This design comes from an exercise in tuning for small area on the open sky130 flow, not from production work. Function was checked by simulation only, so behaviour that the tests miss may differ from the original. Power is estimated from default activity; no workload was simulated. No driver is modelled on the clock port, so clocking that relies on it looks cheaper here than on a real chip.

==> flow/config.mk <==
export PLATFORM = sky130hd
export DESIGN_NAME = deadline_ordered_alarm_queue
export DESIGN_NICKNAME = deadline_ordered_alarm_queue
export VERILOG_FILES = /design/flow/design.v
export SDC_FILE = /design/flow/constraint.sdc
export NUM_CORES = 4
export LEC_CHECK = 0
export CAP_MARGIN = 0
export CORE_MARGIN = 2
export CORE_UTILIZATION = 65
export GPL_ROUTABILITY_DRIVEN = 0
export GPL_TIMING_DRIVEN = 0
export PLACE_DENSITY = 0.75
export SLEW_MARGIN = 0
==> flow/constraint.sdc <==
create_clock -name core_clock -period 8.0 [get_ports {clock}]
set_input_delay 1.6000 -clock core_clock [delete_from_list [all_inputs] [get_ports {clock}]]
set_output_delay 1.6000 -clock core_clock [all_outputs]
set_load 0.01 [all_outputs]
==> flow/design.v <==
package doaq_pkg;
   localparam int OP_W = 2;
   localparam int SLOT_W = 4;
   localparam int DELAY_W = 32;
   localparam int THRESH_W = 20;
   localparam int MODE_W = 2;
   localparam int TIME_BITS = 48;
   localparam int NUM_ALARMS = 16;
   localparam logic [THRESH_W-1:0] THRESH_RESET = 20'd3000;
   localparam logic [OP_W-1:0] OP_SET = 2'd0;
   localparam logic [OP_W-1:0] OP_CANCEL = 2'd1;
   localparam logic [OP_W-1:0] OP_TICK = 2'd2;
endpackage
module deadline_ordered_alarm_queue (
   input  logic                          clock,
   input  logic                          reset,
   input  logic                          start,
   output logic                          busy,
   input  logic [doaq_pkg::OP_W-1:0]     req_op,
   input  logic [doaq_pkg::SLOT_W-1:0]   req_alarm_slot,
   input  logic [doaq_pkg::DELAY_W-1:0]  req_delay_ms,
   input  logic                          csr_wr_en,
   input  logic [doaq_pkg::THRESH_W-1:0] csr_wr_data,
   output logic                          rsp_valid,
   output logic                          rsp_kind,
   output logic [doaq_pkg::SLOT_W-1:0]   rsp_slot_out,
   output logic [doaq_pkg::MODE_W-1:0]   rsp_wake_mode,
   output logic [doaq_pkg::DELAY_W-1:0]  rsp_next_delay_ms,
   output logic                          rsp_last
);
   localparam int N = doaq_pkg::NUM_ALARMS;
   localparam int EW = doaq_pkg::SLOT_W + doaq_pkg::DELAY_W;
   localparam int TB = doaq_pkg::TIME_BITS;
   localparam logic [2:0] S_IDLE = 3'd0;
   localparam logic [2:0] S_WAIT = 3'd1;
   localparam logic [2:0] S_WAITL = 3'd2;
   localparam logic [2:0] S_DEL = 3'd3;
   localparam logic [2:0] S_PICK = 3'd4;
   localparam logic [2:0] S_INS = 3'd5;
   localparam logic [2:0] S_TICK = 3'd6;
   localparam logic [2:0] S_FIN = 3'd7;
   logic [N*EW-1:0]  ring_ff;
   logic [TB-1:0]    tr_ff;
   logic [3:0]       ph_ff;
   logic [3:0]       lab_ff;
   logic             tz_ff;
   logic             adv_ff, adv_in;
   logic             tc_ff;
   logic [4:0]       count_ff, count_in;
   logic [2:0]       state_ff, state_in;
   logic [1:0]       op_ff;
   logic [3:0]       slot_ff;
   logic [EW-1:0]    c_ff, c_in;
   logic             carry_ff, carry_in;
   logic [doaq_pkg::THRESH_W-1:0] thresh_ff;
   logic [EW-1:0]    e0, dec0, o;
   logic             lab0, lab15, ph15;
   logic             e0_zero, v0, cr, tgt, place, cmp, hsel, adv_pass, relabel;
   logic             accept, fin0, fire, nonempty;
   logic [TB-1:0]    tsnap;
   logic             tmax, tnear;
   logic [2:0]       tchunk;
   logic [3:0]       tsum;
   assign e0 = ring_ff[EW-1:0];
   assign e0_zero = (e0[31:0] == 32'd0);
   assign nonempty = (count_ff != 5'd0);
   assign lab0 = (lab_ff == 4'd0);
   assign lab15 = (lab_ff == 4'd15);
   assign ph15 = (ph_ff == 4'd15);
   assign v0 = ({1'b0, lab_ff} < count_ff);
   assign fin0 = (state_ff == S_FIN) && lab0;
   assign fire = fin0 && (op_ff == doaq_pkg::OP_TICK) && nonempty && e0_zero;
   assign busy = (state_ff != S_IDLE) && !(fin0 && !fire);
   assign accept = start && !busy;
   assign tsnap = {tr_ff[2:0], tr_ff[TB-1:3]};
   assign tmax = !tz_ff && (tsnap == '1);
   assign tnear = !tz_ff && (tsnap[TB-1:32] == '1);
   assign hsel = (state_ff == S_WAIT) && ph15 && (op_ff == doaq_pkg::OP_SET) && tnear;
   assign adv_pass = (state_ff == S_TICK) && adv_ff;
   assign dec0 = {e0[35:32], e0[31:0] - {31'd0, adv_pass && !e0_zero}};
   assign cmp = (c_ff[31:0] <= (hsel ? ~tsnap[31:0] : e0[31:0]));
   assign cr = (state_ff == S_PICK) ||
               (((state_ff == S_DEL) || (state_ff == S_INS)) && carry_ff);
   assign tgt = (state_ff == S_DEL) && carry_ff && v0 && (e0[35:32] == slot_ff);
   assign place = (state_ff == S_INS) && !carry_ff && (!v0 || cmp);
   assign o = (cr || place) ? c_ff : dec0;
   assign relabel = fire || ((state_ff == S_DEL) && lab15);
   assign tchunk = tz_ff ? 3'd0 : tr_ff[2:0];
   assign tsum = {1'b0, tchunk} + {3'd0, (ph_ff == 4'd0) ? adv_pass : tc_ff};
   always_comb begin
      state_in = state_ff;
      count_in = count_ff;
      carry_in = carry_ff;
      adv_in = adv_ff;
      c_in = c_ff;
      if (cr || place) c_in = dec0;
      if (hsel && !cmp) c_in[31:0] = ~tsnap[31:0];
      case (state_ff)
         S_WAIT: begin
            if (ph15) begin
               adv_in = !tmax;
               state_in = (op_ff == doaq_pkg::OP_TICK) ? S_TICK :
                          (op_ff == 2'd3) ? S_FIN : S_WAITL;
            end
         end
         S_WAITL: begin
            if (lab15) begin
               state_in = S_DEL;
               carry_in = 1'b1;
            end
         end
         S_DEL: begin
            if (tgt) carry_in = 1'b0;
            if (lab15) begin
               count_in = count_ff - {4'd0, !carry_in};
               state_in = (op_ff == doaq_pkg::OP_SET) ? S_PICK : S_FIN;
            end
         end
         S_PICK: begin
            carry_in = 1'b0;
            state_in = S_INS;
         end
         S_INS: begin
            if (place) carry_in = 1'b1;
            if (lab15) begin
               count_in = count_ff + 5'd1;
               state_in = S_FIN;
            end
         end
         S_TICK: if (ph15) state_in = S_FIN;
         S_FIN: begin
            if (fire) count_in = count_ff - 5'd1;
            else if (lab0) state_in = S_IDLE;
         end
         default: ;
      endcase
      if ((state_in == S_FIN) && (state_ff != S_FIN)) c_in = {4'd0, 12'd0, thresh_ff};
      if (accept) begin
         c_in = {req_alarm_slot, req_delay_ms};
         state_in = S_WAIT;
      end
   end
   always_ff @(posedge clock) begin
      if (reset) begin
         state_ff <= S_IDLE;
         count_ff <= '0;
         ph_ff <= '0;
         lab_ff <= '0;
         tz_ff <= 1'b1;
         thresh_ff <= doaq_pkg::THRESH_RESET;
      end else begin
         state_ff <= state_in;
         count_ff <= count_in;
         ph_ff <= ph_ff + 4'd1;
         lab_ff <= lab_ff + {3'd0, !relabel};
         if (ph15) tz_ff <= 1'b0;
         if (csr_wr_en) thresh_ff <= csr_wr_data;
      end
   end
   always_ff @(posedge clock) begin
      ring_ff <= {o, ring_ff[N*EW-1:EW]};
      tr_ff <= {tsum[2:0], tr_ff[TB-1:3]};
      tc_ff <= tsum[3];
      c_ff <= c_in;
      carry_ff <= carry_in;
      adv_ff <= adv_in;
      if (accept) begin
         op_ff <= req_op;
         slot_ff <= req_alarm_slot;
      end
   end
   assign rsp_valid = fin0;
   assign rsp_kind = fire;
   assign rsp_last = !fire;
   assign rsp_slot_out = nonempty ? e0[35:32] : 4'd0;
   assign rsp_next_delay_ms = nonempty ? e0[31:0] : 32'd0;
   assign rsp_wake_mode = (!nonempty || fire) ? 2'd0 :
                          (cmp ? 2'd2 : 2'd1);
endmodule
==> flow/flow/run.sh <==
#!/bin/bash
# The standard layout (standard.sh) in two parts: after the floorplan, the combinational logic is
# restructured for area with OpenROAD's restructure (registers untouched); then placement to the
# final layout. ORFS settings given through the environment: the port buffers use the smallest
# buffer, and the clock tree uses large leaf clusters of clkbuf_16 without dummy loads.
set -euo pipefail
export BUFFER_PORTS_ARGS="-buffer_cell sky130_fd_sc_hd__buf_1"
export CTS_ARGS="-sink_clustering_enable -repair_clock_nets -buf_list sky130_fd_sc_hd__clkbuf_16 -sink_clustering_size 30 -sink_clustering_max_diameter 80 -dont_use_dummy_load"
bash standard.sh floorplan > standard_floorplan.log 2>&1
export FULL_LIB="$FLOW_HOME/platforms/sky130hd/lib/sky130_fd_sc_hd__tt_025C_1v80.lib"
export AREA_LIB="$PWD/area.lib"
export RES_DIR="$PWD/orfs/results/sky130hd/deadline_ordered_alarm_queue/base"
export RS_WORK="$PWD/rs_work"
mkdir -p "$RS_WORK"
python3 flow/filter_lib.py "$FULL_LIB" "$AREA_LIB" > filter_lib.log 2>&1
openroad -no_init -exit flow/restructure.tcl > restructure.log 2>&1
bash standard.sh finish > standard_finish.log 2>&1
==> flow/flow/filter_lib.py <==
"""Copy a Liberty file without the cells the platform marks don't-use (probe and lpflow cells),
so that restructuring maps only to usable cells. usage: filter_lib.py IN OUT"""
import re
import sys

src = open(sys.argv[1]).read()
out = []
i = 0
pat = re.compile(r'^\s*cell\s*\(\s*"?([A-Za-z0-9_]+)"?\s*\)\s*\{', re.M)
drop = re.compile(r'sky130_fd_sc_hd__(probe|probec|lpflow)_')
while True:
    m = pat.search(src, i)
    if not m:
        out.append(src[i:])
        break
    # find the matching closing brace of this cell group
    depth = 0
    j = m.end() - 1
    while True:
        c = src[j]
        if c == '{':
            depth += 1
        elif c == '}':
            depth -= 1
            if depth == 0:
                break
        j += 1
    out.append(src[i:m.start()])
    if not drop.search(m.group(1)):
        out.append(src[m.start():j + 1])
    i = j + 1
open(sys.argv[2], 'w').write(''.join(out))
==> flow/flow/restructure.tcl <==
# Area-oriented restructuring of the combinational logic of the floorplanned netlist, before
# placement. Registers are left as they are. Reads and rewrites 2_floorplan.odb.
set res $::env(RES_DIR)
read_liberty $::env(FULL_LIB)
read_db $res/2_floorplan.odb
read_sdc $res/2_floorplan.sdc
report_design_area
restructure -target area -liberty_file $::env(AREA_LIB) \
   -tielo_port sky130_fd_sc_hd__conb_1/LO -tiehi_port sky130_fd_sc_hd__conb_1/HI \
   -work_dir $::env(RS_WORK) -abc_logfile $::env(RS_WORK)/abc.log
report_design_area
write_db $res/2_floorplan.odb
==> flow/standard.sh <==
#!/bin/bash
# synth_recipe.tcl (not shown) runs the flow's synth.tcl, then flattens the netlist and writes it again
# the make line also repeats each setting of config.mk as NAME=value (left out here)
make -C /OpenROAD-flow-scripts/flow DESIGN_CONFIG=/design/flow/config.mk WORK_HOME=/design/flow/orfs CLKGATE_MAP_FILE= SYNTH_SCRIPT=/design/flow/synth_recipe.tcl "${@:-finish}"
==> flow_summary.toml, run 1 <==
[grt]
grt_max_degree = 37
grt_pass1_wl_um = 51500
antenna_found_initial = 0
grt.total_usage = 0.213
grt_pass1_vias = 9738
gr-total-overflow = 0

[clock_network]
cts_sinks = 706
cts_tree = "built"
cts_buffer_depth = 3
clk_pin_slew_worst_paths_ps = 110
clk_latency_ps = 570
cts_buffers = 27
clockRootBuffer = "clkbuf_16"
cts_htree_levels = 1
cts_hold_buf = 0
postCtsSetupBuffers = 0

[synth]
syn-num-nets = 1504
synth_top_family_by_area = "simple AND/OR/NAND/NOR gates"
muxShareOfSynthArea = 0.0437
synth-edff-count = 44
synth_compound_gate_area_share = 0.0561
synth_warnings = 1
syn_area_um2 = 19200
synthXorXnorAreaFrac = 0.0192
synth-seq-cells = 706
synthCells = 1394
synthAdderAreaFrac = 0.0317
synth.yosys.seq_area_share = 0.760
syn_avg_cell_area_um2 = 13.8
synth-simple-area-share = 0.0717
synthArstFlopShare = 0
ys.flop_type = "dfxtp_1"
ys_types = 59

[worst_setup_path]
critPathLaunch = "state_ff[2]"
cp-start-kind = "flip-flop"
crit_cells = 14
crit-reg2reg-launch = "state_ff[2]"
slowest_delay_ps = 670
critPathTopFamily = "compound AO/OA/AOI/OAI gates"
crit_required_ps = 6400
cp-end-kind = "output port"
rrSetupSlack_ps = 710
path_buf_inv = 4
worstSetupPathType = "flip-flop to output port"
crit_arrival_ps = 5750
crit_path_top_delay_cell = "clkinv_2"
r2r-end = "c_ff[6]"
path_max_fanout = 34
endpoint = "rsp_wake_mode[1]"
path_cells = "clkinv_1, nand2_1, nor3_1, nand2_2, clkinv_2, o22ai_1, o22ai_1, a2111oi_0, o2111ai_1, or4_1, o32ai_2, clkinv_1, nor2_1, buf_1"
rr_worst_depth = 18

[finish]
diodes = 0
final_cell_mix = "dfxtp_1, clkinv_1, buf_1"
multi_input_area_um2 = 3140
final_nets = 1524
drive_gt1_frac = 0.0336
fillers = 2047
layoutNonFillerInstCount = 1844
seq_area_um2 = 14600
area_growth_syn_to_layout_pct = 3.67
final_area_um2 = 19900
mostFrequentLayoutCell = "dfxtp_1"

[timing]
setup_viol = 0
fmax_mhz = 136
holdWs_ps = 290
period_share = 0.919
slew_headroom = 0.212
rsz0062_at_grt = "no"
fin_skew_ps = 52.1
tightestPinTransition_ps = 1180
fin_crit_ps = 7350
hold_viol = 0
drv_slew = 0

[floorplanning]
dieArea_um2 = 30900
rows = 62
io_pins = 104
die_y_um = 176
initial_core_util = 0.665
core_um2 = 28900
die_w_um = 176

[pwr]
power_density_nw_per_um2 = 271
vdd.ir_drop.worst_uv = 178
p_leak_nw = 7.48

[drt]
postRouteAntennaNets = 0
drtIter0Drc = 1188
post_drt_wl_per_cell_um = 18.1
vias = 10255
wl_um = 33400
remaining_drc_errors = 0
vias_per_cell = 5.56
dr.pass1.iters = 9

[outcome]
status = "finished clean"

[run]
drv_cap = 0

[placed_design]
hpwl_um = 23000
placed_cell_area_um2 = 19200
portBuffers = 103
dp_cells = 1817

[hold_path]
hp-class = "flip-flop to flip-flop"
-- state kept, by name, summed over array words and instances, names as in the netlist, 2 cells and up --
register and count:
c_ff 36, count_ff 5, lab_ff 4, op_ff 2, ph_ff 4, ring_ff 576, slot_ff 4, state_ff 3
thresh_ff 20, tr_ff 48
-- Yosys cell counts (9+ instances only) --
master,instances,share of area
clkbuf_1,32,0.0063
a21oi_1,53,0.014
dfxtp_1,662,0.69
a22oi_1,21,0.0082
xor2_1,17,0.0078
nand3_1,9,0.0023
xnor2_1,25,0.011
mux2_2,22,0.013
edfxtp_1,44,0.069
o21ai_0,28,0.0073
a22o_1,16,0.0073
nor2b_1,49,0.016
nand2_1,27,0.0053
nor3_1,21,0.0055
nand4_1,27,0.0088
nor4_1,15,0.0049
mux2i_1,59,0.031
nor2_1,80,0.016
ha_1,47,0.031
inv_1,48,0.0094
-- worst min path at each step --
| stage | from | to | depth (start not counted) |
|---|---|---|---|
| final | ring_ff[259] | ring_ff[223] | 0 |
| after global routing | ring_ff[404] | ring_ff[368] | 0 |
| after CTS | ring_ff[222] | ring_ff[186] | 0 |
| after detailed placement | ring_ff[379] | ring_ff[343] | 0 |
| after global placement | ring_ff[322] | ring_ff[286] | 0 |
| after floorplan | ring_ff[36] | ring_ff[0] | 0 |
-- per-layer routing --
| layer | GRT usage | share of wire |
|---|---|---|
| met4 | 0.0713 | 0.031 |
| met1 | 0.310 | 0.45 |
| met2 | 0.336 | 0.45 |
| met3 | 0.0264 | 0.071 |
| met5 | 0 | 0 |
-- timing repair --
item / 4_1_cts / 5_1_grt
pin swaps: 0 / 0
gates resized for setup: 2 / 1
endpoints found under the setup margin: 35 / 1
-- logic make-up after synthesis --
kind of cell / Yosys count
and+or+nand+nor: 264
xor gates and xnor gates: 42
AOI/OAI and AO/OA: 163
muxes: 81
adders and majority gates: 48
buffers and inverters: 90
DFF: 706
-- final cells by class --
type,instances,area share
inverters,107,0.0203
flip-flops and latches,706,0.733
clock buffers,27,0.0340
well taps,384,0.0242
repair buffers,114,0.0309
multi-input cells,506,0.158
-- power breakdown --
group | switching, mW | internal (mW) | total [mW]
sequential | 0.0360 | 3.61 | 3.65
combinational | 0.113 | 0.0749 | 0.188
clock | 0.939 | 0.608 | 1.55
-- through the flow --
stage                     TNS, ps  utilization  setup slack (ps)  total power [mW]
after detailed placement    -4980        0.665              -227              3.91
after global routing            0        0.689               364              5.57
after CTS                       0        0.689               369              5.42
final                           0        0.689               646              5.38
after floorplan                 0            -              2830              3.80
after global placement    -397570        0.656             -4840              3.90
==> run 2: changes to the inputs <==
--- a/flow/flow/run.sh
+++ b/flow/flow/run.sh
@@ -6,5 +6,5 @@
 set -euo pipefail
 export BUFFER_PORTS_ARGS="-buffer_cell sky130_fd_sc_hd__buf_1"
-export CTS_ARGS="-sink_clustering_enable -repair_clock_nets -buf_list sky130_fd_sc_hd__clkbuf_16 -sink_clustering_size 30 -sink_clustering_max_diameter 80 -dont_use_dummy_load"
+export CTS_ARGS="-sink_clustering_enable -repair_clock_nets -buf_list sky130_fd_sc_hd__clkbuf_16 -sink_clustering_size 34 -sink_clustering_max_diameter 70 -dont_use_dummy_load"
 bash standard.sh floorplan > standard_floorplan.log 2>&1
 export FULL_LIB="$FLOW_HOME/platforms/sky130hd/lib/sky130_fd_sc_hd__tt_025C_1v80.lib"
--- a/flow/config.mk
+++ b/flow/config.mk
@@ -9,6 +9,4 @@
 export CORE_MARGIN = 2
 export CORE_UTILIZATION = 65
-export GPL_ROUTABILITY_DRIVEN = 0
-export GPL_TIMING_DRIVEN = 0
 export PLACE_DENSITY = 0.75
 export SLEW_MARGIN = 0
==> flow_summary.toml, run 2 <==
[outcome]
status = "finished clean"

[synth]
syn-num-nets = 1504
syn_area_um2 = 19200
synth-edff-count = 44
synthArstFlopShare = 0
synth-seq-cells = 706
ys_types = 59
synth_common_cells = "dfxtp_1, nor2_1, mux2i_1, a21oi_1, nor2b_1"
syn_avg_cell_area_um2 = 13.8
synth_area_leaders = "dfxtp_1, edfxtp_1, mux2i_1, ha_1, nor2b_1"
synthCells = 1394
ys.flop_type = "dfxtp_1"
synth.yosys.seq_area_share = 0.760
post-synth-top-count-cell = "dfxtp_1"
yosysTopAreaCell = "dfxtp_1"
synth_top_area_share = 0.691
synth_warnings = 1

[worst_setup_path]
crit_path_top_delay_cell = "clkinv_1"
rrSetupSlack_ps = 1400
crit-reg2reg-launch = "ring_ff[2]"
cp-start-kind = "flip-flop"
critPathLaunch = "state_ff[2]"
slowest_delay_ps = 560
endpoint = "rsp_wake_mode[1]"
path_cells = "clkinv_1, nand2_1, nor3_1, nand2_1, buf_4, clkinv_1, buf_4, o22a_1, a22oi_1, o211ai_1, nor2_1, o2111ai_1, or4_1, o32ai_1, buf_4, clkinv_1, nor2_1, buf_1"
cp-end-kind = "output port"
path_max_fanout = 34
crit_required_ps = 6400
crit_arrival_ps = 5100
r2r-end = "c_ff[30]"
worstSetupPathType = "flip-flop to output port"
rr_worst_depth = 34

[drt]
vias = 10216
remaining_drc_errors = 0
drtIter0Drc = 906
dr.pass1.iters = 6
postRouteAntennaNets = 0
vias_per_cell = 5.54
post_drt_wl_per_cell_um = 18.9
wl_um = 34900

[floorplanning]
rows = 62
die_y_um = 176
initial_core_util = 0.665
die_w_um = 176
core_um2 = 28900
io_pins = 104
dieArea_um2 = 30900

[clock_network]
cts_buffer_depth = 3
cts_hold_buf = 0
clk_latency_ps = 580
clockRootBuffer = "clkbuf_16"
cts_buffers = 27
cts_htree_levels = 1
clk_pin_slew_worst_paths_ps = 110
postCtsSetupBuffers = 0
cts_resized = 0
cts_tree = "built"
cts_sinks = 706

[grt]
antenna_found_initial = 1
grt_pass1_wl_um = 53700
grt.total_usage = 0.225
grt_max_degree = 47
gr-total-overflow = 0
grt_pass1_vias = 9823

[finish]
final_area_um2 = 19700
diodes = 0
reg.largest.list = "ring_ff x576, tr_ff x48, c_ff x36"
drive_gt1_frac = 0.0315
area_growth_syn_to_layout_pct = 2.80
mostFrequentLayoutCell = "dfxtp_1"
final_cell_mix = "dfxtp_1, clkinv_1, buf_1"
largest_reg_flops = 576
top_register = "ring_ff"
final_nets = 1524

[timing]
fin_setup_tns_ps = 0
fmax_mhz = 149
hold_viol = 0
holdWs_ps = 298
rsz0062_at_grt = "no"
drv_slew = 0
slew_headroom = 0.338
period_share = 0.837
setup_viol = 0
tightestPinTransition_ps = 984
fin_skew_ps = 52.3
fin_crit_ps = 6700

[pwr]
power_mw = 5.39
p_leak_nw = 7.42
power_density_nw_per_um2 = 273
vdd.ir_drop.worst_uv = 233

[placed_design]
place_congestion = 0.902
hpwl_um = 23400
placed_cell_area_um2 = 19000
portBuffers = 103

[hold_path]
whs_path_depth = 0
hp-class = "flip-flop to flip-flop"

[run]
drv_cap = 0
-- run 2: cell counts after synthesis --
No cell type changed its count.
-- run 2: kinds of logic after synthesis --
kind of cell | synth area share
xor gates and xnor gates | 0.0192
buffers and inverters | 0.0180
AOI/OAI and AO/OA | 0.0561
DFF | 0.760
muxes | 0.0437
and+or+nand+nor | 0.0717
adders and majority gates | 0.0317
-- run 2: layout make-up --
type	count	area, um2
Fill cell	2105	9140
Clock buffer	27	676
Sequential cell	706	14600
Timing Repair Buffer	114	470
Tap cell	384	480
Multi-Input combinational cell	506	3120
Inverter	107	402
-- run 2: worst min path at each step --
| stage | startpoint | end |
|---|---|---|
| 3_5_place_dp | ring_ff[475] | ring_ff[439] |
| 6_report | ring_ff[212] | ring_ff[176] |
| 4_1_cts | ring_ff[212] | ring_ff[176] |
| 2_1_floorplan | ring_ff[36] | ring_ff[0] |
| 5_1_grt | ring_ff[574] | ring_ff[538] |
| 3_3_place_gp | ring_ff[534] | ring_ff[498] |
-- run 2: critical path: cells and delay by family (launching register included) --
family	cells	cell delay, ps
buffers and inverters	7	1920
DFF	1	530
and+or+nand+nor	6	1120
AOI/OAI and AO/OA	5	970
-- run 2: where the power goes --
part | switching (mW) | internal, mW
combinational | 0.111 | 0.0710
sequential | 0.0406 | 3.61
clock | 0.946 | 0.608
-- run 2: per-layer routing --
| layer | routed length (um) | global-route usage | vias to the layer above |
|---|---|---|---|
| li1 | - | - | 4891 |
| met1 | 16000 | 0.328 | 4863 |
| met2 | 15500 | 0.353 | 391 |
| met3 | 2310 | 0.0301 | 71 |
| met4 | 1040 | 0.0689 | 0 |
| met5 | 0 | 0 | - |
-- run 2: metrics by stage --
stage	setup slack, ps	utilization	instances
2_1_floorplan	2830	-	1394
3_3_place_gp	1760	0.660	1817
3_5_place_dp	1630	0.660	1817
4_1_cts	1350	0.683	1844
5_1_grt	835	0.683	1844
6_report	1300	0.683	1844
==> run 3: changes to the inputs <==
--- a/flow/flow/run.sh
+++ b/flow/flow/run.sh
@@ -6,5 +6,5 @@
 set -euo pipefail
 export BUFFER_PORTS_ARGS="-buffer_cell sky130_fd_sc_hd__buf_1"
-export CTS_ARGS="-sink_clustering_enable -repair_clock_nets -buf_list sky130_fd_sc_hd__clkbuf_16 -sink_clustering_size 34 -sink_clustering_max_diameter 70 -dont_use_dummy_load"
+export CTS_ARGS="-sink_clustering_enable -repair_clock_nets -buf_list sky130_fd_sc_hd__clkbuf_16 -sink_clustering_size 34 -sink_clustering_max_diameter 80 -dont_use_dummy_load"
 bash standard.sh floorplan > standard_floorplan.log 2>&1
 export FULL_LIB="$FLOW_HOME/platforms/sky130hd/lib/sky130_fd_sc_hd__tt_025C_1v80.lib"
--- a/flow/config.mk
+++ b/flow/config.mk
@@ -8,5 +8,5 @@
 export CAP_MARGIN = 0
 export CORE_MARGIN = 2
-export CORE_UTILIZATION = 65
-export PLACE_DENSITY = 0.75
+export CORE_UTILIZATION = 75
+export PLACE_DENSITY = 0.9
 export SLEW_MARGIN = 0
==> flow_summary.toml, run 3 <==
[outcome]
status = "finished clean"

[synth]
synth-edff-count = 44
ys.flop_type = "dfxtp_1"
ys_types = 59
synth_top_area_share = 0.691
synth-seq-cells = 706
yosysTopAreaCell = "dfxtp_1"
synthArstFlopShare = 0
synth.yosys.seq_area_share = 0.760
post-synth-top-count-cell = "dfxtp_1"
syn_area_um2 = 19200
synth_warnings = 1
synth_area_leaders = "dfxtp_1, edfxtp_1, mux2i_1, ha_1, nor2b_1"
syn-num-nets = 1504
syn_avg_cell_area_um2 = 13.8
synthCells = 1394
synth_common_cells = "dfxtp_1, nor2_1, mux2i_1, a21oi_1, nor2b_1"

[drt]
post_drt_wl_per_cell_um = 20.5
postRouteAntennaNets = 0
drtIter0Drc = 1111
wl_um = 36700
vias_per_cell = 5.73
vias = 10251
dr.pass1.iters = 6
remaining_drc_errors = 0

[placed_design]
place_congestion = 0.905
hpwl_um = 24400
dp_cells = 1764
pre_cts_ws_ps = 1320
portBuffers = 103
placed_cell_area_um2 = 19000

[worst_setup_path]
crit-reg2reg-launch = "ring_ff[17]"
crit_path_top_delay_cell = "dfxtp_1"
path_buf_inv = 4
rr_worst_depth = 34
critPathTopFamily = "simple AND/OR/NAND/NOR gates"
crit_required_ps = 8330
cp-start-kind = "flip-flop"
crit_arrival_ps = 7280
cp-end-kind = "flip-flop"
path_max_fanout = 4
slowest_delay_ps = 500
r2r-end = "c_ff[30]"
rrSetupSlack_ps = 1050
worstSetupPathType = "flip-flop to flip-flop"
path_common_cell = "nor2_1"

[finish]
final_nets = 1522
top_register = "ring_ff"
fin_util = 0.778
reg.largest.list = "ring_ff x576, tr_ff x48, c_ff x36"
final_cell_mix = "dfxtp_1, clkinv_1, buf_1"
mostFrequentLayoutCell = "dfxtp_1"
final_area_um2 = 19600
layoutNonFillerInstCount = 1789
multi_input_area_um2 = 3120
largest_reg_flops = 576
fillers = 1423
area_growth_syn_to_layout_pct = 2.10
drive_gt1_frac = 0.0295
seq_area_um2 = 14600

[timing]
drv_slew = 0
slew_headroom = 0.393
fin_ws_ps = 1050
fin_crit_ps = 6950
rsz0062_at_grt = "no"
fmax_mhz = 144
fin_skew_ps = 23.5
hold_viol = 0
fin_setup_tns_ps = 0
holdWs_ps = 321
tightestPinTransition_ps = 909
period_share = 0.869
setup_viol = 0

[clock_network]
clockRootBuffer = "clkbuf_16"
cts_htree_levels = 1
clk_latency_ps = 560
cts_buffer_depth = 3
cts_resized = 0
cts_hold_buf = 0
cts_tree = "built"
clk_pin_slew_worst_paths_ps = 110
postCtsSetupBuffers = 0
cts_buffers = 24
cts_sinks = 706

[pwr]
vdd.ir_drop.worst_uv = 283
p_leak_nw = 7.39
share_seq_of_total_power = 0.687
power_mw = 5.32
netSwitchingPower_mw = 1.09
power_density_nw_per_um2 = 272
combPwrFrac = 0.035
netSwitchingFraction = 0.205
clkPwrFrac = 0.279
internal-power_mw = 4.23

[grt]
antenna_found_initial = 1
grt.total_usage = 0.276
gr-total-overflow = 0
grt_pass1_vias = 10232
grt_max_degree = 47
grt_pass1_wl_um = 56400

[run]
drv_cap = 0

[floorplanning]
dieArea_um2 = 26900
core_um2 = 25200
rows = 58
die_y_um = 164
io_pins = 104
die_w_um = 164
initial_core_util = 0.762

[hold_path]
min-delay-start = "ring_ff[438]"
hold_end = "ring_ff[402]"
hp-class = "flip-flop to flip-flop"
whs_path_depth = 0
[run 3: cell types whose count changed in the layout (fill, tap and decap cells not counted)]
| cell | before | now |
|---|---|---|
| buf_1 | 102 | 103 |
| diode_2 | 0 | 1 |
| buf_4 | 11 | 12 |
| clkbuf_2 | 1 | 0 |
| clkbuf_16 | 27 | 24 |
[run 3: logic make-up after synthesis]
kind of cell,synth area share
XOR/XNOR,0.0192
multiplexers,0.0437
AO/OA/AOI/OAI,0.0561
flip-flops,0.760
buffers and inverters,0.0180
adder cells (fa/ha/maj),0.0317
AND/OR/NAND/NOR,0.0717
[run 3: area by class of cell]
cell class              count  share of cell area
diodes                      1            0.000128
clock buffers              24              0.0307
inverters                 107              0.0205
multi-input cells         506               0.159
flip-flops and latches    706               0.744
well taps                 330              0.0211
repair buffers            115              0.0243
[run 3: layer usage]
layer	GRT usage	wire length (um)	vias up
li1	-	-	4889
met1	0.382	16200	4944
met2	0.468	17800	358
met3	0.0273	1790	60
met4	0.0758	952	0
met5	0	0	-
[run 3: power by group through the flow]
stage               clock network (mW)  registers (mW)  logic [mW]
global placement                     0            3.73       0.173
finish                            1.48            3.65       0.184
detailed placement                   0            3.73       0.178
floorplan                            0            3.69       0.111
global route                      1.61            3.66       0.200
CTS                               1.50            3.65       0.181
[run 3: worst max path at each step]
| stage | from | to | slack [ps] | cells after the start |
|---|---|---|---|---|
| finish | ring_ff[17] | c_ff[30] | 1050 | 34 |
| global route | ring_ff[17] | c_ff[30] | 380 | 34 |
| CTS | ring_ff[17] | c_ff[30] | 1180 | 34 |
| detailed placement | ring_ff[31] | c_ff[30] | 1320 | 34 |
| global placement | ring_ff[17] | c_ff[30] | 1660 | 34 |
| floorplan | ph_ff[0] | c_ff[0] | 2830 | 17 |

==> separate check: timing with driven ports <==
Ports are ideal in the flow. The routed layouts listed here were re-timed in OpenROAD. Step 1 assumes that a clkbuf_16 drives the clock port and a buf_2 every other input. Step 2 also shifts input and output timing later by t, the mid clock arrival at the registers, as if the neighbouring blocks saw the same clock. Three values: ideal ports, drivers, drivers and shift; two values: the first two.
| run | t (ns) | slack for setup (ns) | hold WS [ns] | worst setup path at the end | worst data-port slew with drivers (ns) |
|---|---|---|---|---|---|
| run 1 | 0.597 | 0.646 / 0.596 / 0.707 | 0.290 / 0.290 / 0.290 | register to register | 0.04 |
| run 2 | 0.605 | 1.301 / 1.250 / 1.403 | 0.298 / 0.298 / 0.298 | register to register | 0.04 |
| run 3 | 0.599 | 1.050 / 1.050 / 1.050 | 0.321 / 0.321 / 0.321 | register to register | 0.04 |
After both steps every run listed still meets setup and hold.
